Background: an optimization exercise with open tools, aiming at small area, a short achievable clock period and few clock cycles. Do not read the settings as production practice.
At most, simulation tests tie the RTL to the original design; equivalence was not proved.

Setup of JK:
==> flow/design.v (excerpt) <==
module pipe_exe_md #(
  parameter logic [31:0] DIV0_LO = 32'hFFFFFFFF
) (
  input  logic        clock,
  input  logic        resetn,
  input  logic        ebubble,
  input  logic [3:0]  ealuc,
  input  logic        ealuimm,
  input  logic        eshift,
  input  logic        ejal,
  input  logic [3:0]  emd,
  input  logic [31:0] ea,
  input  logic [31:0] eb,
  input  logic [31:0] eimm,
  input  logic [31:0] esa,
  input  logic [31:0] epc4,
  input  logic [4:0]  ern0,
  output logic [31:0] ealu,
  output logic [4:0]  ern,
  output logic        md_stall
);
==> flow/config.mk <==
export PLATFORM = sky130hd
export DESIGN_NAME = pipe_exe_md
export DESIGN_NICKNAME = pipe_exe_md
export VERILOG_FILES = /design/flow/design.v
export SDC_FILE = /design/flow/constraint.sdc
export NUM_CORES = 4
export LEC_CHECK = 0
export ABC_AREA = 1
export CAP_MARGIN = 10
export CORE_MARGIN = 2
export CORE_UTILIZATION = 40
export SETUP_SLACK_MARGIN = 1.4
export SLEW_MARGIN = 10
==> flow/constraint.sdc <==
create_clock -name core_clock -period 9.0 [get_ports {clock}]
set_input_delay 1.8000 -clock core_clock [delete_from_list [all_inputs] [get_ports {clock}]]
set_output_delay 1.8000 -clock core_clock [all_outputs]
set_load 0.01 [all_outputs]
standard.sh (not shown) runs the stock make flow with config.mk's settings and CLKGATE_MAP_FILE= SYNTH_SCRIPT=/design/flow/synth_recipe.tcl, a recipe that flattens the netlist after the stock synthesis.
==> flow/flow/run.sh <==
#!/bin/bash
# The standard layout, with two changes to how the layout is made:
#  - the port buffers are buf_2 cells instead of the slow delay buffer that
#    buffer_ports picks by default (every port still gets its own buffer);
#  - the resizer may change a cell's footprint when it sizes gates.
# Synthesis is the standard one, unchanged.
set -euo pipefail
export BUFFER_PORTS_ARGS="-buffer_cell sky130_fd_sc_hd__buf_2"
sed 's/CLKGATE_MAP_FILE= /CLKGATE_MAP_FILE= MATCH_CELL_FOOTPRINT=0 /' standard.sh > standard_fp.sh
grep -q 'MATCH_CELL_FOOTPRINT=0' standard_fp.sh
bash standard_fp.sh > standard_flow.log 2>&1
Testbench counts of JK, summed over its fixed seeds: cycles 31,588.
Input changes introduced in MS (baseline for comparison: JK):
--- a/flow/config.mk
+++ b/flow/config.mk
@@ -10,4 +10,5 @@
 export CORE_MARGIN = 2
 export CORE_UTILIZATION = 40
-export SETUP_SLACK_MARGIN = 1.4
+export GPL_TIMING_DRIVEN = 0
+export SETUP_SLACK_MARGIN = 1.5
 export SLEW_MARGIN = 10
Findings:
- Looking at critical path depth, MS sits 14 above JK.
- On sequential cell count, JK and MS are neck and neck.
diff inputs: MS => AL
--- a/flow/config.mk
+++ b/flow/config.mk
@@ -10,5 +10,4 @@
 export CORE_MARGIN = 2
 export CORE_UTILIZATION = 40
-export GPL_TIMING_DRIVEN = 0
-export SETUP_SLACK_MARGIN = 1.5
+export SETUP_SLACK_MARGIN = 1.6
 export SLEW_MARGIN = 10
### Flow results
Against MS, AL comes in about 14% lower on routed wire length.
Final instance area delta for AL relative to MS: 5.0% lower
Going from MS to AL, final critical path time including I/O delays and setup has decreased, via count has decreased.
Higher sequential share of layout area was reported by AL, not MS.
Of the two values seen for end point of the critical path, ealu[18] was produced by AL and ealu[2] by MS.

Setup of v12:
pipe_exe_md, a different RTL version from the one above (not shown whole).
For scale: ~4,600 cells after synthesis, about 110 flip-flops, roughly 220 I/O pins, about 30,000 sq um of cells after synthesis.
export LEC_CHECK = 0
export ABC_AREA = 1
export CAP_MARGIN = 20
export CORE_MARGIN = 2
export CORE_UTILIZATION = 40
export SETUP_SLACK_MARGIN = 1.5
export SLEW_MARGIN = 20
create_clock -name core_clock -period 9.0 [get_ports {clock}]
run.sh (not shown) runs the stock make flow with config.mk's settings and CLKGATE_MAP_FILE= SYNTH_SCRIPT=/design/flow/synth_recipe.tcl, a recipe that flattens the netlist after the stock synthesis.
Stock flow here: none of the scripts above is used.
No stage failed in v12, and the final checks on the layout all came back clean.
The inputs of v23 differ from those of v12 as listed below.
# v12
export LEC_CHECK = 0
export ABC_AREA = 1
export CAP_MARGIN = 20
export CORE_MARGIN = 2
export CORE_UTILIZATION = 40
export SETUP_SLACK_MARGIN = 1.5
export SLEW_MARGIN = 20
create_clock -name core_clock -period 9.0 [get_ports {clock}]
# v23
export LEC_CHECK = 0
export ABC_AREA = 1
export CAP_MARGIN = 20
export CORE_MARGIN = 2
export CORE_UTILIZATION = 60
export SETUP_SLACK_MARGIN = 2.5
export SLEW_MARGIN = 20
create_clock -name core_clock -period 9.0 [get_ports {clock}]
--- outcome ---
As the logs show, v23 stopped at global routing after a tool error, so it never reached the end of the flow. Diff v12 -> v23: half-perimeter wire length of the detailed placement result decreased by about 6.5% relative to the old numbers, cell area after synthesis closely matched the old numbers, async set or reset register ratio after synthesis closely matched the old numbers.
[inputs] v8 vs v23
# v23
export LEC_CHECK = 0
export ABC_AREA = 1
export CAP_MARGIN = 20
export CORE_MARGIN = 2
export CORE_UTILIZATION = 60
export SETUP_SLACK_MARGIN = 2.5
export SLEW_MARGIN = 20
create_clock -name core_clock -period 9.0 [get_ports {clock}]
# v8
export LEC_CHECK = 0
export ABC_AREA = 1
export CAP_MARGIN = 20
export CORE_MARGIN = 2
export CORE_UTILIZATION = 40
export SETUP_SLACK_MARGIN = 1.5
export SLEW_MARGIN = 20
create_clock -name core_clock -period 9.0 [get_ports {clock}]
==> flow/flow/run.sh (new file) <==
#!/bin/bash
set -euo pipefail
export BUFFER_PORTS_ARGS="-buffer_cell sky130_fd_sc_hd__buf_2"
bash standard.sh > standard_flow.log 2>&1
==> flow/standard.sh (new file) <==
#!/bin/bash
# synth_recipe.tcl (not shown) runs the flow's synth.tcl, then flattens the netlist and writes it again
# the make line also repeats each setting of config.mk as NAME=value (left out here)
make -C /OpenROAD-flow-scripts/flow DESIGN_CONFIG=/design/flow/config.mk WORK_HOME=/design/flow/orfs CLKGATE_MAP_FILE= SYNTH_SCRIPT=/design/flow/synth_recipe.tcl "${@:-finish}"
removed: flow/run.sh
v8 reached the final stage; the timing, design-rule and antenna checks on its layout passed.
The number of placed instances, taps included in v8 sits 300 above the value recorded for v23.
As far as fraction of synthesis flops using an asynchronous set or reset pin is concerned, v8 and v23 perform about the same.
In v8, post-CTS resize count is lower than in v23.
Against v23, v8 comes in 4.1% higher on detailed placer's ending HPWL.
Function was not checked in any run of this note: the RTL went through the layout flow alone.

Setup of run 1:
pipe_exe_md, a different RTL version from the one above (not shown whole).
For scale: ~4200 cells after synthesis, ~220 I/O pins.
Settings: LEC_CHECK=0, ABC_AREA=1, CAP_MARGIN=20, CORE_MARGIN=2, CORE_UTILIZATION=40, SETUP_SLACK_MARGIN=1.5, SLEW_MARGIN=20; clock period 9.0 ns.
standard.sh (not shown) runs the stock make flow with config.mk's settings and CLKGATE_MAP_FILE= SYNTH_SCRIPT=/design/flow/synth_recipe.tcl, a recipe that flattens the netlist after the stock synthesis.
==> flow/flow/run.sh <==
#!/bin/bash
set -euo pipefail
export BUFFER_PORTS_ARGS="-buffer_cell sky130_fd_sc_hd__buf_2"
bash standard.sh > standard_flow.log 2>&1
Testbench counts of run 1, summed over its fixed seeds: cycles 31,550.
For run 2, these inputs were changed with respect to run 1:
==> flow/flow/run.sh <==
#!/bin/bash
# The standard layout, with two changes to how the layout is made:
#  - the port buffers are buf_2 cells instead of the slow delay buffer that
#    buffer_ports picks by default (every port still gets its own buffer);
#  - the resizer may change a cell's footprint when it sizes gates.
# Synthesis is the standard one, unchanged.
set -euo pipefail
export BUFFER_PORTS_ARGS="-buffer_cell sky130_fd_sc_hd__buf_2"
sed 's/CLKGATE_MAP_FILE= /CLKGATE_MAP_FILE= MATCH_CELL_FOOTPRINT=0 /' standard.sh > standard_fp.sh
grep -q 'MATCH_CELL_FOOTPRINT=0' standard_fp.sh
bash standard_fp.sh > standard_flow.log 2>&1
--- a/flow/config.mk
+++ b/flow/config.mk
@@ -9,5 +9,5 @@
 export CAP_MARGIN = 20
 export CORE_MARGIN = 2
-export CORE_UTILIZATION = 40
+export CORE_UTILIZATION = 50
 export SETUP_SLACK_MARGIN = 1.5
 export SLEW_MARGIN = 20
--- outcome ---
Summary of run 2 over run 1: buffer share of cell area went up; routed wire length went down; cell area after layout did not really move. Number of cells on the worst reg-to-reg path was lower in the run labelled run 1. A critical path's slowest cell of a221oi_1 is what run 2 shows, while fa_2 belongs to run 1. For buffer count excluding the clock tree in the final layout, run 2 and run 1 come out practically identical. Critical-path maximum fanout, run 2 and run 1: lower on run 1. Of run 2 and run 1, the run reporting the higher overall global routing resource usage was run 2. On insertion delay to the later sink of the worst-skew pair, run 2 and run 1 are basically level.
## Diff of input files: run 3 against run 2
--- a/flow/config.mk
+++ b/flow/config.mk
@@ -9,5 +9,5 @@
 export CAP_MARGIN = 20
 export CORE_MARGIN = 2
-export CORE_UTILIZATION = 50
+export CORE_UTILIZATION = 40
 export SETUP_SLACK_MARGIN = 1.5
 export SLEW_MARGIN = 20
Results
Slowest stage cell on the critical path = a221oi_1: run 2; slowest stage cell on the critical path = ha_1: run 3. Diff run 2 and run 3: ratio of final minimum period to clock period higher in run 2. Run 3 and run 2 ended up with roughly the same non-clock inverter total of the final layout. Side by side, minimum period implied by the final worst setup slack turned out lower in run 3 than in run 2. Run 3: maximum frequency is 2.5% higher than what run 2 reported. When run 3 is measured against run 2, its global routing met1 resource utilization turns out 14 points lower. Area growth from synthesis to layout, run 2 and run 3: smaller value in run 2. Run 3 reports a lower number of nets in the layout than run 2 does. On run 3: number of standard cells in the final layout excluding fillers is 171 higher than what run 2 gave. | routed metal-1 wirelength | run 3 vs run 2 | 0.51% higher |. Run 3 against run 2: share of the core filled with cells lower; fraction of area in multi-input gates lower.
### run 3 -> run 4
--- a/flow/config.mk
+++ b/flow/config.mk
@@ -7,7 +7,7 @@
 export LEC_CHECK = 0
 export ABC_AREA = 1
-export CAP_MARGIN = 20
+export CAP_MARGIN = 10
 export CORE_MARGIN = 2
 export CORE_UTILIZATION = 40
 export SETUP_SLACK_MARGIN = 1.5
-export SLEW_MARGIN = 20
+export SLEW_MARGIN = 10
Every stage of the flow completed for run 4, and the final layout passed the timing, design-rule and antenna checks.
Run 4 contains more vias than run 3.
Run 3 and run 4 ended up with nearly the same core utilization.
Run 4 and run 3 ended up with roughly the same highest attainable clock frequency.
Diff run 3 -> run 4: critical path depth ~0 delta, number of buffers outside the clock class in the layout -2.
Final non-filler cell total: run 3 vs run 4 — no meaningful difference
As far as post-route cell area is concerned, run 3 and run 4 perform about the same.
### run 4 -> run 5
--- a/flow/config.mk
+++ b/flow/config.mk
@@ -7,7 +7,7 @@
 export LEC_CHECK = 0
 export ABC_AREA = 1
-export CAP_MARGIN = 10
+export CAP_MARGIN = 20
 export CORE_MARGIN = 2
 export CORE_UTILIZATION = 40
-export SETUP_SLACK_MARGIN = 1.5
-export SLEW_MARGIN = 10
+export SETUP_SLACK_MARGIN = 2.5
+export SLEW_MARGIN = 20
Results
From run 4 to run 5 the numbers moved as follows: number of multi-input combinational cells was more or less identical; global-route usage went up by 1.1 points; overall routed net length went up by 6100 um; final area went up by 14%.
Going from run 4 to run 5, final critical-path setup slack shrinks by 0.041 ns.
Run 5 gives more clock buffer count in the final layout than run 4 did.

separate check: timing with driven ports:
No port has a modelled driver above. Below, the same layouts with a new extraction and two added sets of constraints.
Step 1 assumes that a clkbuf_16 drives the clock port and a buf_2 every other input.
Step 2 adds t to the input delays and takes it off the output delays; t is the mean of the earliest and latest rising clock arrival at the registers after step 1. Input paths then give back, and output paths get back, about the clock's delay inside the block.
Slacks: ideal / step 1 / step 2; pairs: ideal / step 1.
run | shift t [ns] | setup WS [ns] | pins driven straight from the clock port
JK | 0.449 | 1.434 / 1.358 / 1.297 | 1
MS | 0.453 | 1.008 / 0.941 / 0.941 | 1
AL | 0.441 | 1.284 / 1.236 / 1.236 | 1
v12 | 0.447 | 1.361 / 1.340 / 1.199 | 1
v8 | 0.457 | 1.508 / 1.427 / 1.114 | 1
run 1 | 0.434 | 1.438 / 1.394 / 1.307 | 1
run 2 | 0.441 | 1.401 / 1.356 / 1.283 | 1
run 3 | 0.434 | 1.584 / 1.529 / 1.295 | 1
run 4 | 0.436 | 1.603 / 1.542 / 1.278 | 1
run 5 | 0.447 | 1.562 / 1.505 / 1.505 | 1
After both steps setup and hold are still met in every run listed. For v8, which loses most, drivers alone change the setup slack by -0.081 ns; drivers and shift together by -0.394 ns.
